What follows belongs to an exercise in optimizing a design on an open flow for small area, a short achievable clock period and few clock cycles; a production flow would make more cautious choices.
In this exercise RTL edits were held to simulation tests only and were not proved equivalent to the original.
Power is estimated from default activity; no workload was simulated.

==> design/flow/design.v <==
package mod_exp_pkg;
  localparam int MOD_EXP_WIDTH = 256;
  localparam int MM_RADIX_BITS = 3;
  localparam int RES_BLK       = 8;
endpackage
module mod_exp_mul_mod
#(
  parameter int W  = 258,
  parameter int BW = 257,
  parameter int NW = 256,
  parameter int K  = 3
) (
  input  logic [W-1:0]  s_i,
  input  logic [W-1:0]  c_i,
  input  logic          cin_i,
  input  logic [K-1:0]  a,
  input  logic [BW-1:0] b,
  input  logic [NW-1:0] n,
  input  logic [K-1:0]  np,
  output logic [W-1:0]  s_o,
  output logic [W-1:0]  c_o,
  output logic          cin_o
);
  localparam int M = W + K;
  logic [K-1:0] low_s, q_s;
  logic [M-1:0] e_r [K+2];    
  logic [M-1:0] q_r [K];      
  logic [M-1:0] ts_s, tc_s;
  always_comb begin
    low_s = K'(s_i[K-1:0] + c_i[K-1:0] + K'(cin_i) + a * b[K-1:0]);
    q_s   = K'(low_s * np);
  end
  always_comb begin
    e_r[0] = M'(s_i);
    e_r[1] = M'(c_i);
    for (int j = 0; j < K; j++) begin
      e_r[j+2] = a[j] ? (M'(b) << j) : '0;
      q_r[j]   = q_s[j] ? (M'(n) << j) : '0;
    end
    e_r[3][0] = cin_i;
  end
  function automatic logic [M-1:0] fa_s(input logic [M-1:0] x, input logic [M-1:0] y,
                                        input logic [M-1:0] z);
    fa_s = x ^ y ^ z;
  endfunction
  function automatic logic [M-1:0] fa_c(input logic [M-1:0] x, input logic [M-1:0] y,
                                        input logic [M-1:0] z);
    fa_c = ((x & y) | (x & z) | (y & z)) << 1;
  endfunction
  logic [M-1:0] xs_s, xc_s;
  always_comb begin
    logic [M-1:0] us, uc;
    xs_s = fa_s(e_r[0], e_r[1], e_r[2]);
    xc_s = fa_c(e_r[0], e_r[1], e_r[2]);
    for (int j = 3; j < K + 2; j++) begin
      us   = fa_s(xs_s, xc_s, e_r[j]);
      uc   = fa_c(xs_s, xc_s, e_r[j]);
      xs_s = us;
      xc_s = uc;
    end
  end
  generate
    if (K == 2) begin : g_q2
      logic [M-1:0] us, uc;
      always_comb begin
        us   = fa_s(xs_s, xc_s, q_r[0]);
        uc   = fa_c(xs_s, xc_s, q_r[0]);
        ts_s = fa_s(us, uc, q_r[1]);
        tc_s = fa_c(us, uc, q_r[1]);
      end
    end else if (K == 3) begin : g_q3
      logic [M-1:0] vs, vc, us, uc;
      always_comb begin
        vs   = fa_s(q_r[0], q_r[1], q_r[2]);
        vc   = fa_c(q_r[0], q_r[1], q_r[2]);
        us   = fa_s(xs_s, xc_s, vs);
        uc   = fa_c(xs_s, xc_s, vs);
        ts_s = fa_s(us, uc, vc);
        tc_s = fa_c(us, uc, vc);
      end
    end else begin : g_q4
      logic [M-1:0] vs, vc, us, uc, ws, wc;
      always_comb begin
        vs   = fa_s(q_r[0], q_r[1], q_r[2]);
        vc   = fa_c(q_r[0], q_r[1], q_r[2]);
        us   = fa_s(xs_s, xc_s, q_r[3]);
        uc   = fa_c(xs_s, xc_s, q_r[3]);
        ws   = fa_s(us, uc, vs);
        wc   = fa_c(us, uc, vs);
        ts_s = fa_s(ws, wc, vc);
        tc_s = fa_c(ws, wc, vc);
      end
    end
  endgenerate
  assign cin_o = |{ts_s[K-1:0], tc_s[K-1:0]};
  assign s_o   = ts_s[M-1:K];
  assign c_o   = tc_s[M-1:K];
endmodule
import mod_exp_pkg::*;
module mod_exp
#(
  parameter int EXP_BITS = 256,
  parameter int WIDTH    = mod_exp_pkg::MOD_EXP_WIDTH
) (
  input  logic                clk,
  input  logic                reset,
  input  logic                start,
  input  logic [WIDTH-1:0]    base,
  input  logic [EXP_BITS-1:0] exp,
  input  logic [WIDTH-1:0]    n,
  output logic [WIDTH-1:0]    result,
  output logic                done,
  output logic                busy
);
  localparam int K     = mod_exp_pkg::MM_RADIX_BITS;
  localparam int L     = (WIDTH + 2 + K - 1) / K;    
  localparam int KL    = K * L;                      
  localparam int W     = WIDTH + 2;                  
  localparam int XW    = WIDTH + 1;                  
  localparam int EH    = (3 * KL) / 2;               
  localparam int BLK   = mod_exp_pkg::RES_BLK;
  localparam int NBLK  = (W + BLK - 1) / BLK;
  localparam int IW    = $clog2(L + 1);
  localparam int DW    = $clog2(EH + 1);
  localparam int EW    = $clog2(EXP_BITS);
  localparam logic [2:0] ST_IDLE = 3'd0;
  localparam logic [2:0] ST_INIT = 3'd1;
  localparam logic [2:0] ST_LOAD = 3'd2;    
  localparam logic [2:0] ST_RES  = 3'd3;    
  localparam logic [2:0] ST_MM   = 3'd4;    
  localparam logic [2:0] OP_DBL = 3'd0;     
  localparam logic [2:0] OP_RED = 3'd1;     
  localparam logic [2:0] OP_R2  = 3'd2;     
  localparam logic [2:0] OP_BC  = 3'd3;     
  localparam logic [2:0] OP_SQR = 3'd4;     
  localparam logic [2:0] OP_MUL = 3'd5;     
  localparam logic [2:0] OP_ONE = 3'd6;     
  logic [2:0]          state_r, op_r;
  logic                done_r, busy_r;
  logic [WIDTH-1:0]    result_r, n_r;
  logic [XW-1:0]       base_r, x_r;
  logic [EXP_BITS-1:0] exp_r;
  logic [K-1:0]        np_r, a_r;
  logic [W-1:0]        s_r, c_r;
  logic                cin_r;
  logic [IW-1:0]       i_r;
  logic [DW-1:0]       dcnt_r;
  logic [EW-1:0]       ecnt_r;
  logic                norm_r, ezero_r;
  logic [XW-1:0] mm_b_s;
  logic [W-1:0]  mm_s_s, mm_c_s;
  logic          mm_cin_s;
  logic          bsel_x_s, bsel_b_s;
  assign bsel_x_s = (op_r == OP_R2) || (op_r == OP_SQR);
  assign bsel_b_s = (op_r == OP_BC) || (op_r == OP_MUL);
  assign mm_b_s   = bsel_x_s ? x_r : (bsel_b_s ? base_r : XW'(1));
  mod_exp_mul_mod #(
    .W  (W),
    .BW (XW),
    .NW (WIDTH),
    .K  (K)
  ) mul_mod (
    .s_i   (s_r),
    .c_i   (c_r),
    .cin_i (cin_r),
    .a     (a_r),
    .b     (mm_b_s),
    .n     (n_r),
    .np    (np_r),
    .s_o   (mm_s_s),
    .c_o   (mm_c_s),
    .cin_o (mm_cin_s)
  );
  logic [K*(L+1)-1:0] xpad_s;
  logic [K-1:0]       digit_s;
  assign xpad_s  = (K*(L+1))'(x_r);
  assign digit_s = xpad_s[K*(i_r+IW'(1)) +: K];
  logic [W-1:0]    rs_s, rc_s;
  logic [NBLK-1:0] rco_s;
  logic            rdone_s;
  for (genvar j = 0; j < NBLK; j++) begin : g_res
    localparam int LO = j * BLK;
    localparam int HI = (LO + BLK > W) ? W : LO + BLK;
    localparam int BN = HI - LO;
    logic [BN:0] t;
    logic        ci;
    if (j == 0) begin : g_c0
      assign ci = cin_r;
      assign rc_s[HI-1:LO] = '0;
    end else begin : g_cj
      assign ci = 1'b0;
      assign rc_s[HI-1:LO] = BN'(rco_s[j-1]);
    end
    assign t             = (BN+1)'(s_r[HI-1:LO]) + (BN+1)'(c_r[HI-1:LO]) + (BN+1)'(ci);
    assign rs_s[HI-1:LO] = t[BN-1:0];
    assign rco_s[j]      = t[BN];
  end
  assign rdone_s = ~|rco_s[NBLK-2:0];
  logic          sign_s;
  logic [XW-1:0] xnext_s;
  logic          last_dbl_s;
  logic [K-1:0]  np_s;
  assign sign_s     = rs_s[W-1];
  assign last_dbl_s = (dcnt_r == DW'(1));
  always_comb begin
    logic [7:0] inv;
    inv  = 8'(n_r[3:0]);
    inv  = 8'(inv * (8'd2 - 8'(n_r[3:0]) * inv));
    np_s = K'(-inv);
  end
  always_comb begin
    case (op_r)
      OP_DBL:  xnext_s = sign_s ? {x_r[XW-2:0], 1'b0} : rs_s[XW-1:0];
      default: xnext_s = rs_s[XW-1:0];
    endcase
  end
  always_ff @(posedge clk) begin
    if (reset) begin
      state_r  <= ST_IDLE;
      done_r   <= 1'b0;
      busy_r   <= 1'b0;
      result_r <= '0;
      norm_r   <= 1'b0;
    end else begin
      done_r <= 1'b0;
      if (norm_r) begin
        if (exp_r[EXP_BITS-1]) begin
          norm_r <= 1'b0;
        end else if (ecnt_r == '0) begin
          norm_r  <= 1'b0;
          ezero_r <= 1'b1;
        end else begin
          exp_r  <= exp_r << 1;
          ecnt_r <= ecnt_r - EW'(1);
        end
      end
      case (state_r)
        ST_IDLE: begin
          base_r <= XW'(base);
          exp_r  <= exp;
          n_r    <= n;
          busy_r <= start;
          if (start) begin
            state_r <= ST_INIT;
          end
        end
        ST_INIT: begin
          np_r    <= np_s;
          ecnt_r  <= EW'(EXP_BITS - 1);
          norm_r  <= 1'b1;
          ezero_r <= 1'b0;
          op_r    <= OP_DBL;
          state_r <= ST_LOAD;
          if (n_r[WIDTH-1]) begin
            x_r    <= {1'b0, ~n_r | WIDTH'(1)};      
            dcnt_r <= DW'(EH - WIDTH);
          end else begin
            x_r    <= XW'(1);
            dcnt_r <= DW'(EH);
          end
        end
        ST_LOAD: begin
          s_r     <= (op_r == OP_DBL) ? {x_r, 1'b0} : {1'b0, x_r};
          c_r     <= {2'b11, ~n_r | WIDTH'(1)};         
          cin_r   <= 1'b0;
          state_r <= ST_RES;
        end
        ST_MM: begin
          s_r   <= mm_s_s;
          c_r   <= mm_c_s;
          cin_r <= mm_cin_s;
          a_r   <= digit_s;
          i_r   <= i_r + IW'(1);
          if (i_r == IW'(L - 1)) begin
            state_r <= ST_RES;
          end
        end
        ST_RES: begin
          s_r   <= rs_s;
          c_r   <= rc_s;
          cin_r <= 1'b0;
          if (rdone_s) begin
            x_r   <= xnext_s;
            s_r   <= '0;
            c_r   <= '0;
            a_r   <= xnext_s[K-1:0];
            i_r   <= '0;
            case (op_r)
              OP_DBL: begin
                dcnt_r <= dcnt_r - DW'(1);
                if (last_dbl_s) begin
                  op_r    <= OP_R2;
                  state_r <= ST_MM;
                end else begin
                  state_r <= ST_LOAD;
                end
              end
              OP_R2: begin
                op_r    <= OP_BC;
                state_r <= ST_MM;
              end
              OP_RED: begin
                result_r <= sign_s ? x_r[WIDTH-1:0] : rs_s[WIDTH-1:0];
                done_r   <= 1'b1;
                state_r  <= ST_IDLE;
              end
              OP_ONE: begin
                op_r    <= OP_RED;
                state_r <= ST_LOAD;
              end
              default: begin
                if (op_r == OP_BC) begin
                  base_r <= xnext_s;
                end
                if (op_r == OP_BC && ezero_r) begin
                  result_r <= WIDTH'(1);
                  done_r   <= 1'b1;
                  state_r  <= ST_IDLE;
                end else if (op_r == OP_SQR && exp_r[EXP_BITS-1]) begin
                  op_r    <= OP_MUL;
                  state_r <= ST_MM;
                end else if (ecnt_r == '0) begin
                  op_r    <= OP_ONE;
                  state_r <= ST_MM;
                end else begin
                  exp_r   <= exp_r << 1;
                  ecnt_r  <= ecnt_r - EW'(1);
                  op_r    <= OP_SQR;
                  state_r <= ST_MM;
                end
              end
            endcase
          end
        end
        default: state_r <= ST_IDLE;
      endcase
    end
  end
  assign result = result_r;
  assign done   = done_r;
  assign busy   = busy_r;
endmodule
==> design/flow/run.sh <==
#!/bin/bash
# synth_recipe.tcl (not shown) runs the flow's synth.tcl, then flattens the netlist and writes it again
# the make line also repeats each setting of config.mk as NAME=value (left out here)
make -C /OpenROAD-flow-scripts/flow DESIGN_CONFIG=/design/flow/config.mk WORK_HOME=/design/flow/orfs CLKGATE_MAP_FILE= SYNTH_SCRIPT=/design/flow/synth_recipe.tcl finish
==> design/flow/config.mk <==
export PLATFORM = sky130hd
export DESIGN_NAME = mod_exp
export DESIGN_NICKNAME = mod_exp
export VERILOG_FILES = /design/flow/design.v
export SDC_FILE = /design/flow/constraint.sdc
export NUM_CORES = 4
export LEC_CHECK = 0
export CAP_MARGIN = 20
export CORE_MARGIN = 2
export CORE_UTILIZATION = 25
export PLACE_DENSITY = 0.4
export SETUP_SLACK_MARGIN = 0.3
export SLEW_MARGIN = 20
==> design/flow/constraint.sdc <==
create_clock -name core_clock -period 11.0 [get_ports {clk}]
set_input_delay 2.2000 -clock core_clock [delete_from_list [all_inputs] [get_ports {clk}]]
set_output_delay 2.2000 -clock core_clock [all_outputs]
set_load 0.01 [all_outputs]
==> run notes <==
cells by family (layout without fill, tap and decap cells):
| family | count (synthesis) | count (layout) | synth area share |
|---|---|---|---|
| AND/OR/NAND/NOR | 4529 | 4529 | 0.139 |
| multiplexers | 712 | 712 | 0.0574 |
| adder cells (fa/ha/maj) | 1849 | 1849 | 0.239 |
| other | 0 | 48 | 0 |
| flip-flops | 1839 | 1839 | 0.360 |
| AO/OA/AOI/OAI | 2885 | 2885 | 0.122 |
| buffers and inverters | 2638 | 3357 | 0.0686 |
| XOR/XNOR | 218 | 218 | 0.0132 |
power breakdown:
part	internal (W)	switching, W
registers	0.00838	0.000671
logic	0.00447	0.00725
clock network	0.00537	0.00392
per-layer routing:
| metal | global-route usage | routed length [um] |
|---|---|---|
| met4 | 0.0684 | 22000 |
| met3 | 0.0317 | 36100 |
| met5 | 0 | 277 |
| met2 | 0.359 | 309000 |
| met1 | 0.296 | 292000 |
per-stage QoR:
step | util | hold slack [ps] | std cells | setup TNS (ps) | instance area, um^2
after floorplan | - | 475 | 14700 | -1872000 | 146000
after global placement | 0.283 | 444 | 22600 | 0 | 164000
after detailed placement | 0.283 | 446 | 22600 | 0 | 164000
after CTS | 0.298 | 459 | 23100 | 0 | 173000
after global routing | 0.298 | 471 | 23200 | 0 | 174000
final | 0.298 | 457 | 23200 | 0 | 174000
sequential cells by signal (all words and copies together) (netlist names), 3 cells and up:
signal and count:
c_r 258, base_r 257, i_r 7, op_r 3, state_r 3, s_r 258
a_r 3, np_r 3, ecnt_r 8, dcnt_r 9, exp_r 256, result_r 256
x_r 257, n_r 256
worst max-delay path: cells and delay by family (launching register included):
kind | cells | cell delay (ps)
and+or+nand+nor | 4 | 510
buffers and inverters | 5 | 990
xor gates and xnor gates | 6 | 1630
adders and majority gates | 7 | 2830
DFF | 1 | 670
AOI/OAI and AO/OA | 3 | 500
cell type report:
| class | count | area share |
|---|---|---|
| clock buffers | 390 | 0.0454 |
| multi-input cells | 10200 | 0.482 |
| well taps | 7755 | 0.0559 |
| repair buffers | 1236 | 0.0708 |
| flip-flops and latches | 1839 | 0.303 |
| inverters | 1619 | 0.0351 |
| clock inverters | 112 | 0.00704 |
| diodes | 48 | 0.000692 |
final timing paths:
path | to | slack [ps] | depth (start not counted)
max | s_r[161]$_DFFE_PP_ | 3500 | 25
min | result_r[2]$_SDFFE_PP0P_ | 460 | 2
max reg2reg | s_r[161]$_DFFE_PP_ | 3500 | 25
min reg2reg | result_r[2]$_SDFFE_PP0P_ | 460 | 2
cells in the mapped netlist (all sizes together), types with 58 or more instances:
cell / instances / area, um^2
inv: 1618 / 6070
a22o: 221 / 1940
nor2: 153 / 574
and2: 131 / 820
buf: 162 / 721
ha: 279 / 3490
nor2b: 225 / 1410
o21bai: 58 / 435
o22a: 90 / 788
fa: 1570 / 31400
nand3: 835 / 4180
o211ai: 111 / 833
xnor2: 153 / 1340
edfxtp: 1577 / 47400
o21ai: 545 / 2730
o22ai: 473 / 2960
xor2: 64 / 561
mux2i: 440 / 4400
a21o: 181 / 1360
mux4: 81 / 1820
mux2: 191 / 2150
a21oi: 939 / 4700
nand2: 2698 / 10100
dfxtp: 262 / 5250
a31oi: 60 / 375
nand4: 281 / 1760
clkbuf: 857 / 3220
==> qor.csv <==
stage;metric;value;unit
layout;multiInputGateArea;83700;um^2
die;ioPinCount;1029;
layout;area_growth;18.9;%
power_and_ir_drop;ir_worst_vdd;205;uV
place;gp_congestion;0.810;
drt;vias;117000;
drt;ant_nets;0;
logic_synthesis;synth_edf_count;1577;
global_route;antenna_found_initial;133;
cts;cts_hold_buf;0;
die;core;582000;um^2
status;run_status;no timing/DRC/antenna violations;
logic_synthesis;synth_flop_cell;edfxtp_1;
layout;ff_latch_area;52600;um^2
cts;htreeDepth;5;
layout;nets;17800;
die;initial_utilization;0.251;
die;fp.dieW;768;um
logic_synthesis;synth.distinct_cells;71;
worst_setup_path;critPathRequiredTime;11670;ps
cts;cts.repair.resized;0;
die;dieHeight;768;um
cts;clockBufferDepth;4;
drt;viasPerCell;5.03;
worst_setup_path;crit_path_top_delay_cell;buf_4;
cts;cts_sinks;1839;
worst_setup_path;critPathMaxFanout;50;
power_and_ir_drop;finalPower;0.0301;W
logic_synthesis;async_flop_share;0;
run;maxCapViolCount;0;
die;dieArea;590000;um^2
logic_synthesis;avgSynthCellArea;9.95;um^2
die;rows;280;
cts;cts_buffers;273;
logic_synthesis;syn-cell-area;146000;um^2
timing;fmax;0.133;GHz
timing;tightest_slew;1210;ps
logic_synthesis;synthCells;14700;
worst_setup_path;startpoint;op_r[1]$_SDFFCE_PN0P_;
layout;fillers;60800;
worst_setup_path;max_stage_delay;800;ps
cts;insertion_delay;990;ps
power_and_ir_drop;p_per_area;173;nW/um^2
worst_setup_path;startpoint_type;flip-flop;
cts;root_buffer;clkbuf_16;
timing;clock_skew;100;ps
worst_setup_path;crit_path_end_kind;flip-flop;
global_route;overflow;0;
timing;rsz0062_at_grt;no;
global_route;grt_pass1_vias;121000;
drt;drc_errors;0;
cts;cts_tree;yes;
layout;final_cell_mix;nand2_1 (2690), inv_1 (1616), edfxtp_1 (1577);
timing;relSlewSlack;0.192;
worst_setup_path;worst_ep_arrival_time;8170;ps
worst_setup_path;path_class;flip-flop to flip-flop;
timing;fin_ws;3500;ps
worst_hold_path;min_path_type;flip-flop to flip-flop;
layout;drive_gt1_frac;0.0504;
global_route;grt_max_degree;199;
power_and_ir_drop;p_leak;67.0;nW
logic_synthesis;yosys_warnings;4;
place;place_ws;3620;ps
timing;hold_viol;0;
cts;postCtsSetupBuffers;0;
worst_setup_path;r2r-start;op_r[1]$_SDFFCE_PN0P_;
timing;min_period_over_period;0.682;
drt;dr.first_iter.drc_count;9351;
worst_hold_path;hp-start;result_r[2]$_SDFFE_PP0P_;
global_route;grt_pass1_wl;939;mm
logic_synthesis;syn_nets;17300;
logic_synthesis;seq_area_frac_synth;0.360;
layout;final_common_cell;nand2_1;
global_route;track_usage;0.218;
place;port_buffers;1028;
timing;layout_min_cycle_time;7500;ps
drt;wire_per_inst;28.5;um
logic_synthesis;ys_seq_elements;1839;
drt;first_pass_iters;6;
drt;finalWirelength;660;mm
place;place_hpwl;449;mm
timing;slew_viol_final;0;
cts;clk_pin_slew;50;ps
timing;finalSetupViolCount;0;
Testbench counts, summed over its fixed seeds: cycles 650,838.

-- separate check: timing with driven ports --
How much do the figures lean on ideal ports? The routed layout below was timed once more, with nothing changed but the port constraints.
Step 1, drivers: a clkbuf_16 drives clk and a buf_2 each remaining input, both assumed.
Step 2 adds t to the input delays and takes it off the output delays; t is the mean of the earliest and latest rising clock arrival at the registers after step 1. Input paths then give back, and output paths get back, about the clock's delay inside the block.
Three values: ideal, step 1, step 2; two values: the first two.
shift t [ns]: 1.071
setup WS [ns]: 3.496 / 3.496 / 3.496
worst setup path after step 2: register to register
After both steps this run still meets setup and hold. The setup slack of this run moves by 0.000 ns with the drivers and by 0.000 ns with both steps.
